Context: an optimization exercise on an open-source flow, tuned for small area, a short achievable clock period and few clock cycles per item. The choices shown serve that exercise and are no tape-out recipe. For this run, only the layout was checked, not whether the RTL still works.

**flow/config.mk**
```make
export PLATFORM = sky130hd
export DESIGN_NAME = idct_stage1_top
export DESIGN_NICKNAME = idct_stage1_top
export VERILOG_FILES = /design/flow/design.v
export SDC_FILE = /design/flow/constraint.sdc
export NUM_CORES = 4
export LEC_CHECK = 0
export CAP_MARGIN = 20
export CORE_MARGIN = 2
export CORE_UTILIZATION = 40
export CTS_CLUSTER_DIAMETER = 120
export CTS_CLUSTER_SIZE = 24
export SLEW_MARGIN = 20
```
**flow/constraint.sdc**
```tcl
create_clock -name core_clock -period 12.0 [get_ports {CLOCK}]
set_input_delay 2.4000 -clock core_clock [delete_from_list [all_inputs] [get_ports {CLOCK}]]
set_output_delay 2.4000 -clock core_clock [all_outputs]
set_load 0.01 [all_outputs]
```
**flow/design.v**
```verilog
package dct_pkg;
    typedef logic signed [15:0] coef_t;
    typedef logic signed [15:0] sample_t;
    typedef logic signed [31:0] acc_t;
    localparam int PROD_SHIFT = 8;   
    function automatic coef_t dct_coef(input logic [2:0] k, input logic [2:0] j);
        case ({k, j})
            6'o00: dct_coef = 16'sd1448;
            6'o01: dct_coef = 16'sd2008;
            6'o02: dct_coef = 16'sd1892;
            6'o03: dct_coef = 16'sd1702;
            6'o04: dct_coef = 16'sd1448;
            6'o05: dct_coef = 16'sd1137;
            6'o06: dct_coef = 16'sd783;
            6'o07: dct_coef = 16'sd399;
            6'o10: dct_coef = 16'sd1448;
            6'o11: dct_coef = 16'sd1702;
            6'o12: dct_coef = 16'sd783;
            6'o13: dct_coef = -16'sd399;
            6'o14: dct_coef = -16'sd1448;
            6'o15: dct_coef = -16'sd2008;
            6'o16: dct_coef = -16'sd1892;
            6'o17: dct_coef = -16'sd1137;
            6'o20: dct_coef = 16'sd1448;
            6'o21: dct_coef = 16'sd1137;
            6'o22: dct_coef = -16'sd783;
            6'o23: dct_coef = -16'sd2008;
            6'o24: dct_coef = -16'sd1448;
            6'o25: dct_coef = 16'sd399;
            6'o26: dct_coef = 16'sd1892;
            6'o27: dct_coef = 16'sd1702;
            6'o30: dct_coef = 16'sd1448;
            6'o31: dct_coef = 16'sd399;
            6'o32: dct_coef = -16'sd1892;
            6'o33: dct_coef = -16'sd1137;
            6'o34: dct_coef = 16'sd1448;
            6'o35: dct_coef = 16'sd1702;
            6'o36: dct_coef = -16'sd783;
            6'o37: dct_coef = -16'sd2008;
            6'o40: dct_coef = 16'sd1448;
            6'o41: dct_coef = -16'sd399;
            6'o42: dct_coef = -16'sd1892;
            6'o43: dct_coef = 16'sd1137;
            6'o44: dct_coef = 16'sd1448;
            6'o45: dct_coef = -16'sd1702;
            6'o46: dct_coef = -16'sd783;
            6'o47: dct_coef = 16'sd2008;
            6'o50: dct_coef = 16'sd1448;
            6'o51: dct_coef = -16'sd1137;
            6'o52: dct_coef = -16'sd783;
            6'o53: dct_coef = 16'sd2008;
            6'o54: dct_coef = -16'sd1448;
            6'o55: dct_coef = -16'sd399;
            6'o56: dct_coef = 16'sd1892;
            6'o57: dct_coef = -16'sd1702;
            6'o60: dct_coef = 16'sd1448;
            6'o61: dct_coef = -16'sd1702;
            6'o62: dct_coef = 16'sd783;
            6'o63: dct_coef = 16'sd399;
            6'o64: dct_coef = -16'sd1448;
            6'o65: dct_coef = 16'sd2008;
            6'o66: dct_coef = -16'sd1892;
            6'o67: dct_coef = 16'sd1137;
            6'o70: dct_coef = 16'sd1448;
            6'o71: dct_coef = -16'sd2008;
            6'o72: dct_coef = 16'sd1892;
            6'o73: dct_coef = -16'sd1702;
            6'o74: dct_coef = 16'sd1448;
            6'o75: dct_coef = -16'sd1137;
            6'o76: dct_coef = 16'sd783;
            6'o77: dct_coef = -16'sd399;
            default: dct_coef = '0;
        endcase
    endfunction
    typedef enum logic [1:0] {
        XF_IDLE,
        XF_WAIT_BANK,    
        XF_MAC,
        XF_EMIT
    } xform_state_e;
    typedef enum logic [1:0] {
        FE_IDLE,
        FE_WAIT_BANK,    
        FE_READ,
        FE_DRAIN         
    } fetch_state_e;
endpackage
package sram_map_pkg;
    typedef logic [17:0] sram_addr_t;
    typedef logic [15:0] sram_data_t;
    localparam int BLOCK_DIM = 8;
    localparam int BLOCK_SIZE = 64;
    localparam int SRAM_READ_LATENCY = 2;    
    typedef logic [6:0] buf_addr_t;   
    function automatic sram_addr_t pixel_addr(input logic [31:0] width,
                                              input sram_addr_t prow,
                                              input sram_addr_t pcol);
        sram_addr_t addr;
        addr = pcol;
        for (int b = 0; b < 18; b++) begin
            if (width[b])
                addr = addr + (prow << b);
        end
        pixel_addr = addr;
    endfunction
endpackage
`timescale 1ns/1ps
module idct_stage1_top #(
    parameter int BLOCK_COLS = 40,
    parameter int BLOCK_ROWS = 30,
    parameter int RESULT_BASE = 76800
) (
    input  logic       CLOCK,
    input  logic       Resetn,
    input  logic       start,
    input  logic [15:0] sram_read_data,
    output logic [17:0] sram_address,
    output logic [15:0] sram_write_data,
    output logic       sram_we_n,
    output logic       busy,
    output logic       done
);
    localparam int NSEG = BLOCK_COLS * BLOCK_ROWS * 8;    
    localparam int SEG_W = 14;
    localparam int WOFS = RESULT_BASE / 8 - 1;            
    logic [3:0] fc;                  
    logic [SEG_W-1:0] seg;           
    logic wr_on;                     
    logic [3:0] fc_n;
    logic [SEG_W-1:0] seg_n;
    logic [14:0] wseg;
    logic [2:0] kord;
    logic we;                        
    assign fc_n = fc + 4'd1;
    assign seg_n = (fc == 4'd15) ? seg + 1'b1 : seg;
    assign wseg = 15'(seg) + 15'(WOFS) + 15'((fc >= 4'd12) && (fc <= 4'd14));
    assign sram_we_n = !we;
    always_comb begin
        case (fc_n[2:0])
            3'd0: kord = 3'd0;
            3'd1: kord = 3'd1;
            3'd2: kord = 3'd3;
            3'd3: kord = 3'd2;
            3'd4: kord = 3'd7;
            3'd5: kord = 3'd6;
            3'd6: kord = 3'd4;
            default: kord = 3'd5;
        endcase
    end
    always_ff @(posedge CLOCK or negedge Resetn) begin
        if (!Resetn) begin
            busy <= 1'b0;
            done <= 1'b0;
            we <= 1'b0;
        end else begin
            done <= 1'b0;
            we <= 1'b0;
            if (!busy) begin
                if (start)
                    busy <= 1'b1;
            end else begin
                we <= fc_n[3] && ((fc >= 4'd12 && fc <= 4'd14) ? (seg != SEG_W'(NSEG)) : wr_on);
                if (fc == 4'd11 && seg == SEG_W'(NSEG)) begin
                    busy <= 1'b0;
                    done <= 1'b1;
                end
            end
        end
    end
    always_ff @(posedge CLOCK) begin
        if (!busy) begin
            fc <= 4'd0;
            seg <= '0;
            wr_on <= 1'b0;
            sram_address <= '0;
        end else begin
            fc <= fc_n;
            seg <= seg_n;
            if (fc == 4'd15)
                wr_on <= 1'b1;
            if (fc_n[3])
                sram_address <= {wseg, fc_n[2:0]};
            else
                sram_address <= {1'b0, seg_n, kord};
        end
    end
    logic s_vld;
    logic signed [15:0] x;
    assign s_vld = (fc >= 4'd2) && (fc <= 4'd9);
    assign x = s_vld ? sram_read_data : 16'd0;
    logic signed [15:0] q1;
    logic signed [17:0] q3;
    logic signed [18:0] q5;
    logic signed [19:0] q15;
    always_ff @(posedge CLOCK) begin
        q1  <= x;
        q3  <= (18'(x) <<< 1) + 18'(x);
        q5  <= (19'(x) <<< 2) + 19'(x);
        q15 <= (20'(x) <<< 4) - 20'(x);
    end
    logic signed [24:0] p399;
    logic signed [25:0] p783, p851;
    logic signed [26:0] p1137;
    logic signed [23:0] p251, p181;
    logic signed [24:0] p473;
    assign p399  = (25'(q3) <<< 7) + 25'(q15);
    assign p783  = (26'(q3) <<< 8) + 26'(q15);
    assign p1137 = (27'(q1) <<< 10) + (27'(q1) <<< 7) - 27'(q15);
    assign p251  = (24'(q1) <<< 8) - 24'(q5);
    assign p473  = (25'(q15) <<< 5) - (25'(q1) <<< 3) + 25'(q1);
    assign p181  = (24'(q15) <<< 4) - (24'(q15) <<< 2) + 24'(q1);
    assign p851  = (26'(q3) <<< 8) + (26'(q5) <<< 4) + 26'(q3);
    logic signed [18:0] f1448, f2008, f1892, f1702, f1137;
    logic signed [17:0] f783;
    logic signed [16:0] f399;
    logic z5, z6, z7, z8;        
    always_ff @(posedge CLOCK) begin
        f1448 <= 19'(p181 >>> 5);
        f2008 <= 19'(p251 >>> 5);
        f1892 <= 19'(p473 >>> 6);
        f1702 <= 19'(p851 >>> 7);
        f1137 <= 19'(p1137 >>> 8);
        f783  <= 18'(p783 >>> 8);
        f399  <= 17'(p399 >>> 8);
        z5 <= (q1[4:0] == 5'd0);
        z6 <= (q1[5:0] == 6'd0);
        z7 <= (q1[6:0] == 7'd0);
        z8 <= (q1[7:0] == 8'd0);
    end
    logic ld;                    
    logic [7:0] neg_n, pos_n;    
    logic [7:0] neg, pos;
    always_comb begin
        case (fc)
            4'd4:  neg_n = 8'b01101011;
            4'd5:  neg_n = 8'b00111010;
            4'd6:  neg_n = 8'b01011000;
            4'd7:  neg_n = 8'b00001111;
            4'd8:  neg_n = 8'b01100100;
            4'd9:  neg_n = 8'b00110101;
            4'd10: neg_n = 8'b01010111;
            default: neg_n = 8'b00000000;
        endcase
        pos_n = (fc == 4'd3) ? 8'b00000000 : ~neg_n;
    end
    always_ff @(posedge CLOCK) begin
        neg <= neg_n;
        pos <= pos_n;
        ld <= (fc == 4'd3);
    end
    logic signed [21:0] rz, ry, re, rf, ra, rb, rc, rd;
    function automatic logic signed [21:0] acc_step(input logic signed [21:0] prev,
                                                    input logic p,
                                                    input logic n,
                                                    input logic signed [18:0] f,
                                                    input logic z);
        logic [22:0] t;
        t = {(prev & {22{p | n}}), 1'b1} + {(22'(f) ^ {22{n}}), n & z};
        acc_step = t[22:1];
    endfunction
    always_ff @(posedge CLOCK) begin
        rz <= acc_step(rz, pos[7], neg[7], f1448, z5);
        ry <= acc_step(ry, pos[6], neg[6], f1448, z5);
        re <= acc_step(rf, pos[5], neg[5], f1892, z6);
        rf <= acc_step(re, pos[4], neg[4], 19'(f783), z8);
        ra <= acc_step(rc, pos[3], neg[3], f2008, z5);
        rb <= acc_step(ra, pos[2], neg[2], f1702, z7);
        rc <= acc_step(rd, pos[1], neg[1], f1137, z8);
        rd <= acc_step(rb, pos[0], neg[0], 19'(f399), z8);
    end
    logic [16:0] ch [7];
    logic [16:0] wsrc;
    function automatic logic [16:0] pack(input logic signed [21:0] v);
        pack = {v[21], (v[21:15] != {7{v[21]}}), v[14:0]};
    endfunction
    always_comb begin
        case (fc)
            4'd12: wsrc = pack(rd);
            4'd13: wsrc = pack(rf);
            4'd14: wsrc = pack(rc);
            default: wsrc = ch[0];
        endcase
    end
    always_ff @(posedge CLOCK) begin
        ch[0] <= ch[1];
        ch[1] <= ch[2];
        if (ld) begin
            ch[2] <= pack(rz);
            ch[3] <= pack(rc);
            ch[4] <= pack(rf);
            ch[5] <= pack(ra);
            ch[6] <= pack(ry);
        end else begin
            for (int e = 2; e < 6; e++)
                ch[e] <= ch[e+1];
            ch[6] <= ch[6];
        end
        sram_write_data <= {wsrc[16], wsrc[15] ? {15{!wsrc[16]}} : wsrc[14:0]};
    end
endmodule
```
**flow/flow/run.sh**
```bash
#!/bin/bash
set -euo pipefail
export BUFFER_PORTS_ARGS="-buffer_cell sky130_fd_sc_hd__buf_2"
export SETUP_SLACK_MARGIN=8.38
bash standard.sh > standard.log 2>&1
```
**flow/standard.sh**
```bash
#!/bin/bash
# synth_recipe.tcl (not shown) runs the flow's synth.tcl, then flattens the netlist and writes it again
# the make line also repeats each setting of config.mk as NAME=value (left out here)
make -C /OpenROAD-flow-scripts/flow DESIGN_CONFIG=/design/flow/config.mk WORK_HOME=/design/flow/orfs CLKGATE_MAP_FILE= SYNTH_SCRIPT=/design/flow/synth_recipe.tcl "${@:-finish}"
```
==> run notes <==
- The worst-path cell with the longest stage delay is sky130_fd_sc_hd__fa_2.
- For this run, the post-layout net count is 4,184.
- The later pin in the worst-skew pair is clocked with a latency of 0.62 ns.
- The combinational family with the most area after synthesis is adder cells.
- The data required time of the critical path is 12.49 ns.
- The die height is 294 µm.
- The first-pass GRT wire length is 138 mm.
- The count of distinct cell types in the synthesized netlist is 93.
- The worst-margin pin slew is 1.02 ns.
- The largest single stage delay on the critical path is 0.33 ns.
- Once the floorplan was initialized, standard cells occupied 40.3% of the core.
- The final-report max-slew violation count is 0.
- For this run, the total global-route usage over all layers was measured as 20.6%.
- The cell sitting at the root of the clock tree is a sky130_fd_sc_hd__clkbuf_16.
- The type of the most critical hold path is flop to flop.
- Between clock sinks in the finished design, the worst skew comes to 0.0245 ns.
- The Yosys warning count is 2.
- The total global routing overflow is 0.
- The synthesized netlist devotes 18.1% of its cell area to adder and majority cells.
- The H-tree depth reported by CTS is 1.
- Setup repair after global routing could not meet its margin everywhere.
- In this run, post-CTS hold repair placed 0 buffers.
- In the synthesized netlist, the cells that appear most often are sky130_fd_sc_hd__dfxtp_1 (547), sky130_fd_sc_hd__ha_1 (368), sky130_fd_sc_hd__inv_1 (273), sky130_fd_sc_hd__xnor2_1 (250), sky130_fd_sc_hd__nor2_1 (240).
- Setup violations remaining at the end of the flow were counted as 0.
- The first-pass iteration count of the detailed router is 8.
- Clock-pin slew was measured on the worst setup and hold paths at 0.10 ns.
- The number of synthesized flops with an enable pin is 17.
- The flow ran to the end and the layout has no timing, DRC or antenna violations.
- The count of port buffers added during placement is 55.
- Using the TritonRoute via totals, the vias-per-cell ratio works out to 5.20.
- The core outline area is 83,400 µm².
- The final critical delay including setup and external delays is 4.38 ns.
- The first routing iteration left 1,477 violations.
- The critical path is of the input port to flop type.
- The total count of hold-check failures in the final report is 0.
- After floorplanning, the core was divided into 106 placement rows.
- The fraction of registers with async set/reset is 0.529%.
- The top cell type by area accounts for 32.6% of the synthesized area.
- The area of the die is 86,300 µm².
- The I/O pin total is 56.
- The clock tree from TritonCTS is built.
- Dividing the final minimum period by the clock period gives 36.5%.
- After synthesis, flip-flops and latches occupy 34.3% of the total area.
- The relative slew slack is 32.3%.
- In this run the horizontal extent of the chip is 294 µm.
- The number of global-route vias before repair came to 23,900.
- STA classifies the critical path startpoint as an input port.
- The worst path arrival time is 4.87 ns.
- The maximum number of pins on one net before global-route repair is 76.
- The wire length reported by the detailed router is 92.0 mm.
- The via count is 25,000.
- The cell area after synthesis is 33,600 µm².
- The tree built by TritonCTS fans out to 567 sinks.
- The accumulated negative setup slack is 0 ns.
- The cell accounting for the most synthesized area is sky130_fd_sc_hd__dfxtp_1.
- The layout cell share with drive strength beyond 1 is 15.7%.
- The leading register cell type out of synthesis is sky130_fd_sc_hd__dfxtp_1.
- In the routed design, unresolved DRC markers number 0.
- After filler insertion, the fill cell instance count of the layout stands at 7,937.
- Yosys instantiated no cell more often than sky130_fd_sc_hd__dfxtp_1.
- The HPWL reported at the end of detailed placement is 70.9 mm.
- For this run, the top clock speed supported by timing is 0.229 GHz.
- Of the total synthesized cell area, the portion taken by AND, OR, NAND and NOR gates is 14.0%.
- The cell occurring most often along the worst timing path is sky130_fd_sc_hd__a21oi_1.
- The synthesized-area fraction occupied by ao, oa, aoi and oai cells is 14.9%.
- In the synthesized netlist, the number of instances is 3,593.
- The detailed-route wire length per cell is 19.1 µm.
- The number of CTS-inserted buffers is 27.
- The multiplexer area fraction after synthesis is 2.42%.
- The area growth from synthesis to layout is 14.0%.
- The synthesized net count is 4,053.
- The initial antenna violation count was 2.
- By area the synthesized netlist is led by sky130_fd_sc_hd__dfxtp_1 (33%), sky130_fd_sc_hd__ha_1 (14%), sky130_fd_sc_hd__xnor2_1 (6.5%), sky130_fd_sc_hd__xor2_1 (5.6%), sky130_fd_sc_hd__fa_1 (4.4%).
- Max-cap violations in this run came to 0.
- The routability congestion estimate from global placement is 0.891.
- The clock passes through at most 3 buffers.
- The average instance area after synthesis is 9.35 µm².
- Counting flops and latches in the post-synthesis netlist gives 567.
- The gate family responsible for the most delay along the worst path is compound AO/OA/AOI/OAI gates.
- The worst setup path is captured at a flop.
- The sum of buffers and inverters on the critical path is 3.
- The share of the synthesized netlist area taken by xor and xnor gates is 12.1%.
- Traced cell by cell, the critical path runs through buf_8 -> o21ai_4 -> inv_4 -> ha_4 -> inv_2 -> fa_2 -> nor2b_1 -> o22ai_2 -> a221o_1 -> a21oi_1 -> o21ai_1 -> nand2b_1 -> maj3_2 -> a21oi_2 -> o311ai_1 -> a21oi_1 -> xnor2_1.
- The post-detailed-route count of antenna-violating nets is 0.
- Along the worst path, the maximum fanout reaches 4.
path summary, 6_finish.rpt:
kind                                   startpoint   endpoint  slack [ns]  cells past startpoint
worst max-delay path            sram_read_data[0]     q5[16]        7.62                     17
worst min-delay path                    ch[2][10]  ch[1][10]        0.32                      0
worst max register to register              fc[1]     q5[16]        7.85                     20
worst min register to register          ch[2][10]  ch[1][10]        0.32                      0
max in group asynchronous                  Resetn         we       10.32                      1
min in group asynchronous                  Resetn       done        1.57                      1
final cells by class:
cell class              instances  area [µm²]  area share, %
diodes                          2        5.00         0.0131
clock buffers                  35         706           1.84
clock inverters                 3        22.5         0.0588
inverters                     273        1100           2.86
multi-input cells            2663       21800           57.0
flip-flops and latches        567       11600           30.4
well taps                    1080        1350           3.53
repair buffers                192        1650           4.32
placed cells by master (no fill, tap or decap), types with 19 or more instances in the layout:
| master | instances |
|---|---|
| sky130_fd_sc_hd__a21o_1 | 76 |
| sky130_fd_sc_hd__a21oi_1 | 194 |
| sky130_fd_sc_hd__a21oi_2 | 38 |
| sky130_fd_sc_hd__a31o_2 | 20 |
| sky130_fd_sc_hd__a31oi_1 | 29 |
| sky130_fd_sc_hd__and2_1 | 62 |
| sky130_fd_sc_hd__and3_1 | 33 |
| sky130_fd_sc_hd__buf_2 | 50 |
| sky130_fd_sc_hd__buf_4 | 100 |
| sky130_fd_sc_hd__buf_6 | 20 |
| sky130_fd_sc_hd__clkbuf_16 | 31 |
| sky130_fd_sc_hd__dfxtp_1 | 512 |
| sky130_fd_sc_hd__fa_1 | 69 |
| sky130_fd_sc_hd__ha_1 | 346 |
| sky130_fd_sc_hd__inv_1 | 252 |
| sky130_fd_sc_hd__mux2_2 | 66 |
| sky130_fd_sc_hd__nand2_1 | 139 |
| sky130_fd_sc_hd__nand2b_1 | 30 |
| sky130_fd_sc_hd__nand3_1 | 60 |
| sky130_fd_sc_hd__nor2_1 | 229 |
| sky130_fd_sc_hd__nor2b_1 | 188 |
| sky130_fd_sc_hd__nor3_1 | 67 |
| sky130_fd_sc_hd__o21a_1 | 39 |
| sky130_fd_sc_hd__o21ai_0 | 102 |
| sky130_fd_sc_hd__o21ai_1 | 19 |
| sky130_fd_sc_hd__o21bai_1 | 36 |
| sky130_fd_sc_hd__xnor2_1 | 248 |
| sky130_fd_sc_hd__xor2_1 | 214 |
routing by layer:
| metal | GRT usage, % | up-vias | part of all wire [%] |
|---|---|---|---|
| li1 | - | 12600 | - |
| met5 | 0 | - | 0 |
| met1 | 28.2 | 11900 | 47 |
| met3 | 1.93 | 87 | 4.1 |
| met4 | 5.40 | 0 | 2.7 |
| met2 | 34.7 | 448 | 46 |
through the flow:
stage | std cells | instance area (µm²) | utilization, % | hold slack (ns) | setup WS (ns)
after floorplan | 3593 | 33900 | - | 0.310 | 7.33
after global placement | 4666 | 35300 | 42.4 | 0.310 | 6.83
after detailed placement | 4666 | 35300 | 42.4 | 0.312 | 6.80
after CTS | 4763 | 37100 | 44.5 | 0.317 | 7.62
after global routing | 4813 | 38300 | 45.9 | 0.325 | 7.48
final | 4815 | 38300 | 45.9 | 0.321 | 7.62
repair_timing:
action	CTS	global route
endpoints found under the setup margin	91	80
gates cloned	1	5
setup buffers	58	45
resized for setup	155	176
pin swaps	68	96
kinds of logic after synthesis:
logic type | Yosys count
and+or+nand+nor | 924
AOI/OAI and AO/OA | 760
DFF | 567
xor gates and xnor gates | 464
adders and majority gates | 442
buffers and inverters | 363
muxes | 73
sequential cells by signal, summed over array words and instances (netlist names), 16 cells and up:
name	count
rb	22
rz	22
f1448	19
q15	19
re	22
f783	18
q5	17
ra	22
f2008	19
f1892	19
sram_write_data	16
f1702	19
rd	22
f1137	19
sram_address	18
rc	22
f399	17
ch	119
rf	22
ry	22
q3	16
worst reg2reg max path, stage by stage, from the launching register on:
cell and delay [ns]:
sky130_fd_sc_hd__dfxtp_1 0.40, sky130_fd_sc_hd__inv_1 0.20, sky130_fd_sc_hd__ha_1 0.34, sky130_fd_sc_hd__nor2_1 0.11, sky130_fd_sc_hd__nor2_2 0.53, sky130_fd_sc_hd__o21ai_4 0.13
sky130_fd_sc_hd__inv_4 0.13, sky130_fd_sc_hd__ha_4 0.14, sky130_fd_sc_hd__inv_2 0.03, sky130_fd_sc_hd__fa_2 0.33, sky130_fd_sc_hd__nor2b_1 0.17, sky130_fd_sc_hd__o22ai_2 0.10
sky130_fd_sc_hd__a221o_1 0.32, sky130_fd_sc_hd__a21oi_1 0.14, sky130_fd_sc_hd__o21ai_1 0.09, sky130_fd_sc_hd__nand2b_1 0.12, sky130_fd_sc_hd__maj3_2 0.20, sky130_fd_sc_hd__a21oi_2 0.07
sky130_fd_sc_hd__o311ai_1 0.24, sky130_fd_sc_hd__a21oi_1 0.12, sky130_fd_sc_hd__xnor2_1 0.13

==> afterwards: timing with drivers on the ports <==
No port has a modelled driver above. Below, the same layout with a new extraction and two added sets of constraints.
Step 1 assumes that a clkbuf_16 drives the clock port and a buf_2 every other input.
Step 2 times the ports against the registers' clock, not the clock port: input delays grow and output delays shrink by t, the midpoint of the rising clock arrivals with the driver on.
Slacks: no drivers / after step 1 / after step 2; pairs: no drivers / after step 1.
shift t [ns]: 0.675
setup WS [ns]: 7.624 / 7.633 / 6.958
hold slack, ns: 0.321 / 0.321 / 0.321
latest minus earliest clock arrival (ns): 0.025 / 0.025
After both steps setup and hold are still met in this run. The setup slack of this run moves by +0.009 ns with the drivers and by -0.666 ns with both steps.
